Context: an optimization exercise on an open-source flow, tuned for small area, a short achievable clock period and few clock cycles. The choices shown serve that exercise and are no tape-out recipe. RTL that was checked went through simulation tests only; none was proved equivalent to the original.

==> trial 81 <==
==> flow/design.v (excerpt) <==
module nash_sutcliffe_efficiency_top #(
	parameter int MAX_SAMPLES = nse_pkg::MAX_SAMPLES_DEF,
	parameter int SAMPLE_BITS = nse_pkg::SAMPLE_BITS_DEF
) (
	input  logic                              clk,
	input  logic                              arst_n,
	input  logic                              s_tvalid,
	output logic                              s_tready,
	input  logic [nse_pkg::IN_DATA_W-1:0]     s_tdata,    
	input  logic                              s_tlast,    
	output logic                              m_tvalid,
	input  logic                              m_tready,
	output logic [nse_pkg::EFF_W-1:0]         m_tdata,    
	output logic [nse_pkg::STAT_W-1:0]        m_tuser,    
	input  logic                              psel,
	input  logic                              penable,
	input  logic                              pwrite,
	input  logic [nse_pkg::APB_ADDR_W-1:0]    paddr,
	input  logic [nse_pkg::APB_DATA_W-1:0]    pwdata,
	output logic [nse_pkg::APB_DATA_W-1:0]    prdata,
	output logic                              pready
);
==> module nse_ctrl, before the edit <==
module nse_ctrl (
	input  logic                           clk,
	input  logic                           arst_n,
	input  logic                           handoff,
	output logic                           bk_idle_nxt,
	input  logic [9:0]                     n_i,
	input  logic [24:0]                    so_i,
	input  logic [39:0]                    soo_i,
	input  logic [40:0]                    see_i,
	output logic                           m_tvalid,
	input  logic                           m_tready,
	output logic [nse_pkg::EFF_W-1:0]      m_tdata,
	output logic [nse_pkg::STAT_W-1:0]     m_tuser
);
	typedef enum logic [2:0] {
		B_IDLE = 3'd0,
		B_MUL  = 3'd1,
		B_CHK  = 3'd2,
		B_DIV  = 3'd4,
		B_FIN  = 3'd5,
		B_OUT  = 3'd6
	} bstate_t;
	bstate_t     st_q;
	logic [4:0]  k_q;
	logic [9:0]  n_q;
	logic [51:0] q_q;       
	logic [40:0] see_q;
	logic [25:0] xq_q;      
	logic [49:0] pd_q;      
	logic [50:0] pn_q;      
	logic [1:0]  stat_q;
	logic        valid_q, few_q, div_q, chk_q;
	logic        nk_q, sk_q, top_q;    
	logic [4:0] km1;
	assign km1 = k_q - 5'd1;
	logic [11:0] q_add;
	assign q_add = q_q[51:40] + (q_q[0] ? {2'd0, n_q} : 12'd0) + (q_q[1] ? {1'b0, n_q, 1'b0} : 12'd0);
	logic [49:0] so_ext, pd_opa, pd_opb, pd_sum;
	logic        pd_cin;
	assign so_ext = {{25{xq_q[24]}}, xq_q[24:0]};
	assign pd_opa = chk_q ? pd_q : {pd_q[48:0], 1'b0};
	assign pd_opb = chk_q ? q_q[49:0] : (sk_q ? (top_q ? so_ext : ~so_ext) : 50'd0);
	assign pd_cin = !chk_q && sk_q && !top_q;
	assign pd_sum = pd_opa + pd_opb + {49'd0, pd_cin};
	logic [50:0] pn_opb, pn_sum;
	logic        qb, sub_q;
	assign pn_opb = div_q ? ({1'b0, pd_q} ^ {51{sub_q}}) : (nk_q ? {10'd0, see_q} : 51'd0);
	assign pn_sum = {pn_q[49:0], div_q && xq_q[25]} + pn_opb + {50'd0, div_q && sub_q};
	assign qb     = !pn_sum[50];
	logic        flat, sat;
	logic [25:0] w;
	logic [23:0] eff;
	assign flat = pd_q == 50'd0;
	assign sat  = xq_q[25] || (xq_q[24] && ((xq_q[23:17] != 7'd0) || (&xq_q[16:0])));
	assign w    = 26'h0020000 - {1'b0, xq_q[24:0]};
	assign eff  = sat ? 24'h800000 : w[24:1];
	always_ff @(posedge clk or negedge arst_n) begin
		if (!arst_n) begin
			st_q    <= B_IDLE;
			valid_q <= 1'b0;
			div_q   <= 1'b0;
			chk_q   <= 1'b0;
			k_q     <= '0;
		end else begin
			case (st_q)
				B_IDLE: if (handoff) begin st_q <= B_MUL; k_q <= 5'd24; end
				B_MUL: begin
					k_q <= (k_q == 5'd0) ? 5'd25 : km1;
					if (k_q == 5'd0) begin st_q <= B_CHK; chk_q <= 1'b1; end
				end
				B_CHK: begin
					st_q  <= B_DIV;
					div_q <= 1'b1;
					chk_q <= 1'b0;
				end
				B_DIV: begin
					k_q <= km1;
					if (k_q == 5'd0 || (k_q == 5'd25 && (few_q || flat))) begin
						st_q  <= B_FIN;
						div_q <= 1'b0;
					end
				end
				B_FIN: begin st_q <= B_OUT; valid_q <= 1'b1; end
				B_OUT: if (m_tready) begin st_q <= B_IDLE; valid_q <= 1'b0; end
				default: st_q <= B_IDLE;
			endcase
		end
	end
	always_ff @(posedge clk) begin
		case (st_q)
			B_IDLE: if (handoff) begin
				n_q   <= n_i;
				few_q <= n_i == 10'd0;
				q_q   <= {12'd0, soo_i};
				see_q <= see_i;
				xq_q  <= {1'b0, so_i};
				pd_q  <= '0;
				pn_q  <= '0;
				nk_q  <= 1'b0;
				sk_q  <= so_i[24];
				top_q <= 1'b1;
			end
			B_MUL: begin
				pd_q  <= pd_sum;
				pn_q  <= pn_sum;
				if (k_q >= 5'd5) q_q <= {2'd0, q_add, q_q[39:2]};    
				nk_q  <= (km1 < 5'd10) && n_q[km1[3:0]];
				sk_q  <= (km1 < 5'd25) && xq_q[km1];
				top_q <= 1'b0;
			end
			B_CHK: begin
				pd_q  <= pd_sum;
				pn_q  <= {9'd0, pn_q[50:9]};
				xq_q  <= {pn_q[8:0], 17'd0};
				sub_q <= 1'b1;
			end
			B_DIV: begin
				pn_q  <= pn_sum;
				xq_q  <= {xq_q[24:0], qb};
				sub_q <= qb;
			end
			B_FIN: begin
				stat_q <= few_q ? nse_pkg::STAT_FEW : (flat ? nse_pkg::STAT_FLAT : nse_pkg::STAT_OK);
				xq_q   <= (few_q || flat) ? 26'd0 : {2'b0, eff};
			end
			default: ;
		endcase
	end
	assign bk_idle_nxt = ((st_q == B_IDLE) && !handoff) || ((st_q == B_OUT) && m_tready);
	assign m_tvalid    = valid_q;
	assign m_tdata     = xq_q[23:0];
	assign m_tuser     = stat_q;
endmodule
export LEC_CHECK = 0
export CAP_MARGIN = 20
export CORE_MARGIN = 2
export CORE_UTILIZATION = 40
export SLEW_MARGIN = 20
create_clock -name core_clock -period 12.0 [get_ports {clk}]
standard.sh (not shown) runs the stock make flow with config.mk's settings and CLKGATE_MAP_FILE= SYNTH_SCRIPT=/design/flow/synth_recipe.tcl, a recipe that flattens the netlist after the stock synthesis.
==> flow/flow/run.sh <==
#!/bin/bash
# The standard layout (the standard.sh, standard synthesis included) with two layout
# choices: timing repair is asked to leave setup slack beyond the clock period's (ORFS's
# repair_timing reads the margin from SETUP_SLACK_MARGIN), and the port buffers that
# buffer_ports puts on every input and output are plain buffers (sky130_fd_sc_hd__buf_2,
# which repair may resize) instead of its default delay cell. The clock, the constraints
# and every other step are the standard flow's.
set -euo pipefail
export SETUP_SLACK_MARGIN=7.9
export BUFFER_PORTS_ARGS="-buffer_cell sky130_fd_sc_hd__buf_2"
bash standard.sh > standard_flow.log 2>&1
==> build 96 (differences from trial 81) <==
--- a/flow/design.v
+++ b/flow/design.v
@@ -73,5 +73,5 @@
 	logic [4:0]  k_q;
 	logic [9:0]  n_q;
-	logic [51:0] q_q;       
+	logic [39:0] soo_q;
 	logic [40:0] see_q;
 	logic [25:0] xq_q;      
@@ -79,17 +79,13 @@
 	logic [50:0] pn_q;      
 	logic [1:0]  stat_q;
-	logic        valid_q, few_q, div_q, chk_q;
+	logic        valid_q, few_q, div_q;
 	logic        nk_q, sk_q, top_q;    
 	logic [4:0] km1;
 	assign km1 = k_q - 5'd1;
-	logic [11:0] q_add;
-	assign q_add = q_q[51:40] + (q_q[0] ? {2'd0, n_q} : 12'd0) + (q_q[1] ? {1'b0, n_q, 1'b0} : 12'd0);
-	logic [49:0] so_ext, pd_opa, pd_opb, pd_sum;
-	logic        pd_cin;
-	assign so_ext = {{25{xq_q[24]}}, xq_q[24:0]};
-	assign pd_opa = chk_q ? pd_q : {pd_q[48:0], 1'b0};
-	assign pd_opb = chk_q ? q_q[49:0] : (sk_q ? (top_q ? so_ext : ~so_ext) : 50'd0);
-	assign pd_cin = !chk_q && sk_q && !top_q;
-	assign pd_sum = pd_opa + pd_opb + {49'd0, pd_cin};
+	logic [49:0] so_ext, d_add_a, d_add_b, pd_mul;
+	assign so_ext  = {{25{xq_q[24]}}, xq_q[24:0]};
+	assign d_add_a = nk_q ? {10'd0, soo_q} : 50'd0;
+	assign d_add_b = sk_q ? (top_q ? so_ext : ~so_ext) : 50'd0;
+	assign pd_mul  = {pd_q[48:0], 1'b0} + d_add_a + d_add_b + {49'd0, sk_q && !top_q};
 	logic [50:0] pn_opb, pn_sum;
 	logic        qb, sub_q;
@@ -109,5 +105,4 @@
 			valid_q <= 1'b0;
 			div_q   <= 1'b0;
-			chk_q   <= 1'b0;
 			k_q     <= '0;
 		end else begin
@@ -116,17 +111,13 @@
 				B_MUL: begin
 					k_q <= (k_q == 5'd0) ? 5'd25 : km1;
-					if (k_q == 5'd0) begin st_q <= B_CHK; chk_q <= 1'b1; end
+					if (k_q == 5'd0) st_q <= B_CHK;
 				end
 				B_CHK: begin
-					st_q  <= B_DIV;
-					div_q <= 1'b1;
-					chk_q <= 1'b0;
+					st_q  <= (few_q || flat) ? B_FIN : B_DIV;
+					div_q <= !(few_q || flat);
 				end
 				B_DIV: begin
 					k_q <= km1;
-					if (k_q == 5'd0 || (k_q == 5'd25 && (few_q || flat))) begin
-						st_q  <= B_FIN;
-						div_q <= 1'b0;
-					end
+					if (k_q == 5'd0) begin st_q <= B_FIN; div_q <= 1'b0; end
 				end
 				B_FIN: begin st_q <= B_OUT; valid_q <= 1'b1; end
@@ -141,5 +132,5 @@
 				n_q   <= n_i;
 				few_q <= n_i == 10'd0;
-				q_q   <= {12'd0, soo_i};
+				soo_q <= soo_i;
 				see_q <= see_i;
 				xq_q  <= {1'b0, so_i};
@@ -151,7 +142,6 @@
 			end
 			B_MUL: begin
-				pd_q  <= pd_sum;
+				pd_q  <= pd_mul;
 				pn_q  <= pn_sum;
-				if (k_q >= 5'd5) q_q <= {2'd0, q_add, q_q[39:2]};    
 				nk_q  <= (km1 < 5'd10) && n_q[km1[3:0]];
 				sk_q  <= (km1 < 5'd25) && xq_q[km1];
@@ -159,5 +149,4 @@
 			end
 			B_CHK: begin
-				pd_q  <= pd_sum;
 				pn_q  <= {9'd0, pn_q[50:9]};
 				xq_q  <= {pn_q[8:0], 17'd0};
--- a/flow/flow/run.sh
+++ b/flow/flow/run.sh
@@ -7,5 +7,5 @@
 # and every other step are the standard flow's.
 set -euo pipefail
-export SETUP_SLACK_MARGIN=7.9
+export SETUP_SLACK_MARGIN=7.7
 export BUFFER_PORTS_ARGS="-buffer_cell sky130_fd_sc_hd__buf_2"
 bash standard.sh > standard_flow.log 2>&1
Settings changed: CORE_UTILIZATION 40 to 60, PLACE_DENSITY from default to 0.7.
==> trial 98 (differences from trial 81) <==
--- a/flow/flow/run.sh
+++ b/flow/flow/run.sh
@@ -7,5 +7,5 @@
 # and every other step are the standard flow's.
 set -euo pipefail
-export SETUP_SLACK_MARGIN=7.9
+export SETUP_SLACK_MARGIN=7.6
 export BUFFER_PORTS_ARGS="-buffer_cell sky130_fd_sc_hd__buf_2"
 bash standard.sh > standard_flow.log 2>&1
==> impl_metrics.json <==
{
  "final_cell_mix": "inv_1 (394), nand2_1 (322), nor2_1 (301), ha_1 (291), dfxtp_1 (278)",
  "grt_use_met1_pct": 27.8,
  "power_frac_seq_pct": 27.2,
  "status": "no timing/DRC/antenna violations",
  "die-area_sq_mm": 0.111,
  "n_all_inverters": 400,
  "synth-xor-area-share_pct": 6.67,
  "async_flop_share_pct": 6.69,
  "cts.htree.levels": 3
}
the above is filed under trial 81

==> impl_metrics.json <==
{
  "met2_usage_pct": 49.0,
  "skew_ns": 0.0496,
  "timing.final.crit_share_pct": 37.2,
  "dp_cells": 5258,
  "async_flop_share_pct": 6.64,
  "die-area_sq_mm": 0.0719,
  "n_all_inverters": 454,
  "clock_path_buffers": 3,
  "final_cell_mix": "inv_1 (448), fa_1 (293), dfxtp_1 (280), nand2_1 (277), ha_1 (275)",
  "power_frac_seq_pct": 25.8,
  "status": "no timing/DRC/antenna violations",
  "power_mw": 12.8
}
the above is filed under build 96

==> impl_metrics.json <==
{
  "status": "no timing/DRC/antenna violations",
  "die-area_sq_mm": 0.111,
  "synthAdderAreaFrac_pct": 21.1,
  "power_frac_seq_pct": 27.9,
  "dp_hpwl_mm": 86.8,
  "num-multi-input-gates": 3513,
  "synth-xor-area-share_pct": 6.67,
  "async_flop_share_pct": 6.69,
  "path_cells": "buf_8 -> nor2b_4 -> buf_4 -> clkbuf_16 -> a22o_1 -> ha_1 -> a21oi_1 -> o21bai_1 -> a221oi_1 -> a21boi_2 -> nor2_1 -> o31ai_1 -> buf_4 -> nor3_1 -> o32a_1",
  "synth_flop_cell": "dfxtp_1"
}
the above is filed under trial 98

Testbench counts of trial 81, summed over its fixed seeds: cycles 17,133.
Testbench counts of trial 98, summed over its fixed seeds: cycles 17,133.
No functional check of the RTL was part of build 96.

[afterwards: timing with drivers on the ports]
In the flow no input, the clock included, has a driving cell. The finished layouts below were timed again as built, in two steps. Step 1: set_driving_cell puts a clkbuf_16 on clk and a buf_2 on each other input, an assumption about the parent block. Step 2 adds t to the input delays and takes it off the output delays; t is the mean of the earliest and latest rising clock arrival at the registers after step 1. Input paths then give back, and output paths get back, about the clock's delay inside the block. a / b / c = ideal ports / drivers / drivers and shift; a / b = the first two.
run	t (ns)	setup slack, ns	worst hold slack (ns)	worst slew at a driven data input, ns	cell pins on the clock port's net
trial 81	0.710	7.988 / 7.955 / 7.988	0.350 / 0.350 / 0.350	0.22	1
build 96	0.740	7.532 / 7.532 / 7.532	0.353 / 0.353 / 0.353	0.05	1
trial 98	0.683	7.718 / 7.718 / 7.718	0.353 / 0.353 / 0.353	0.21	1
After both steps setup and hold are still met in every run listed.
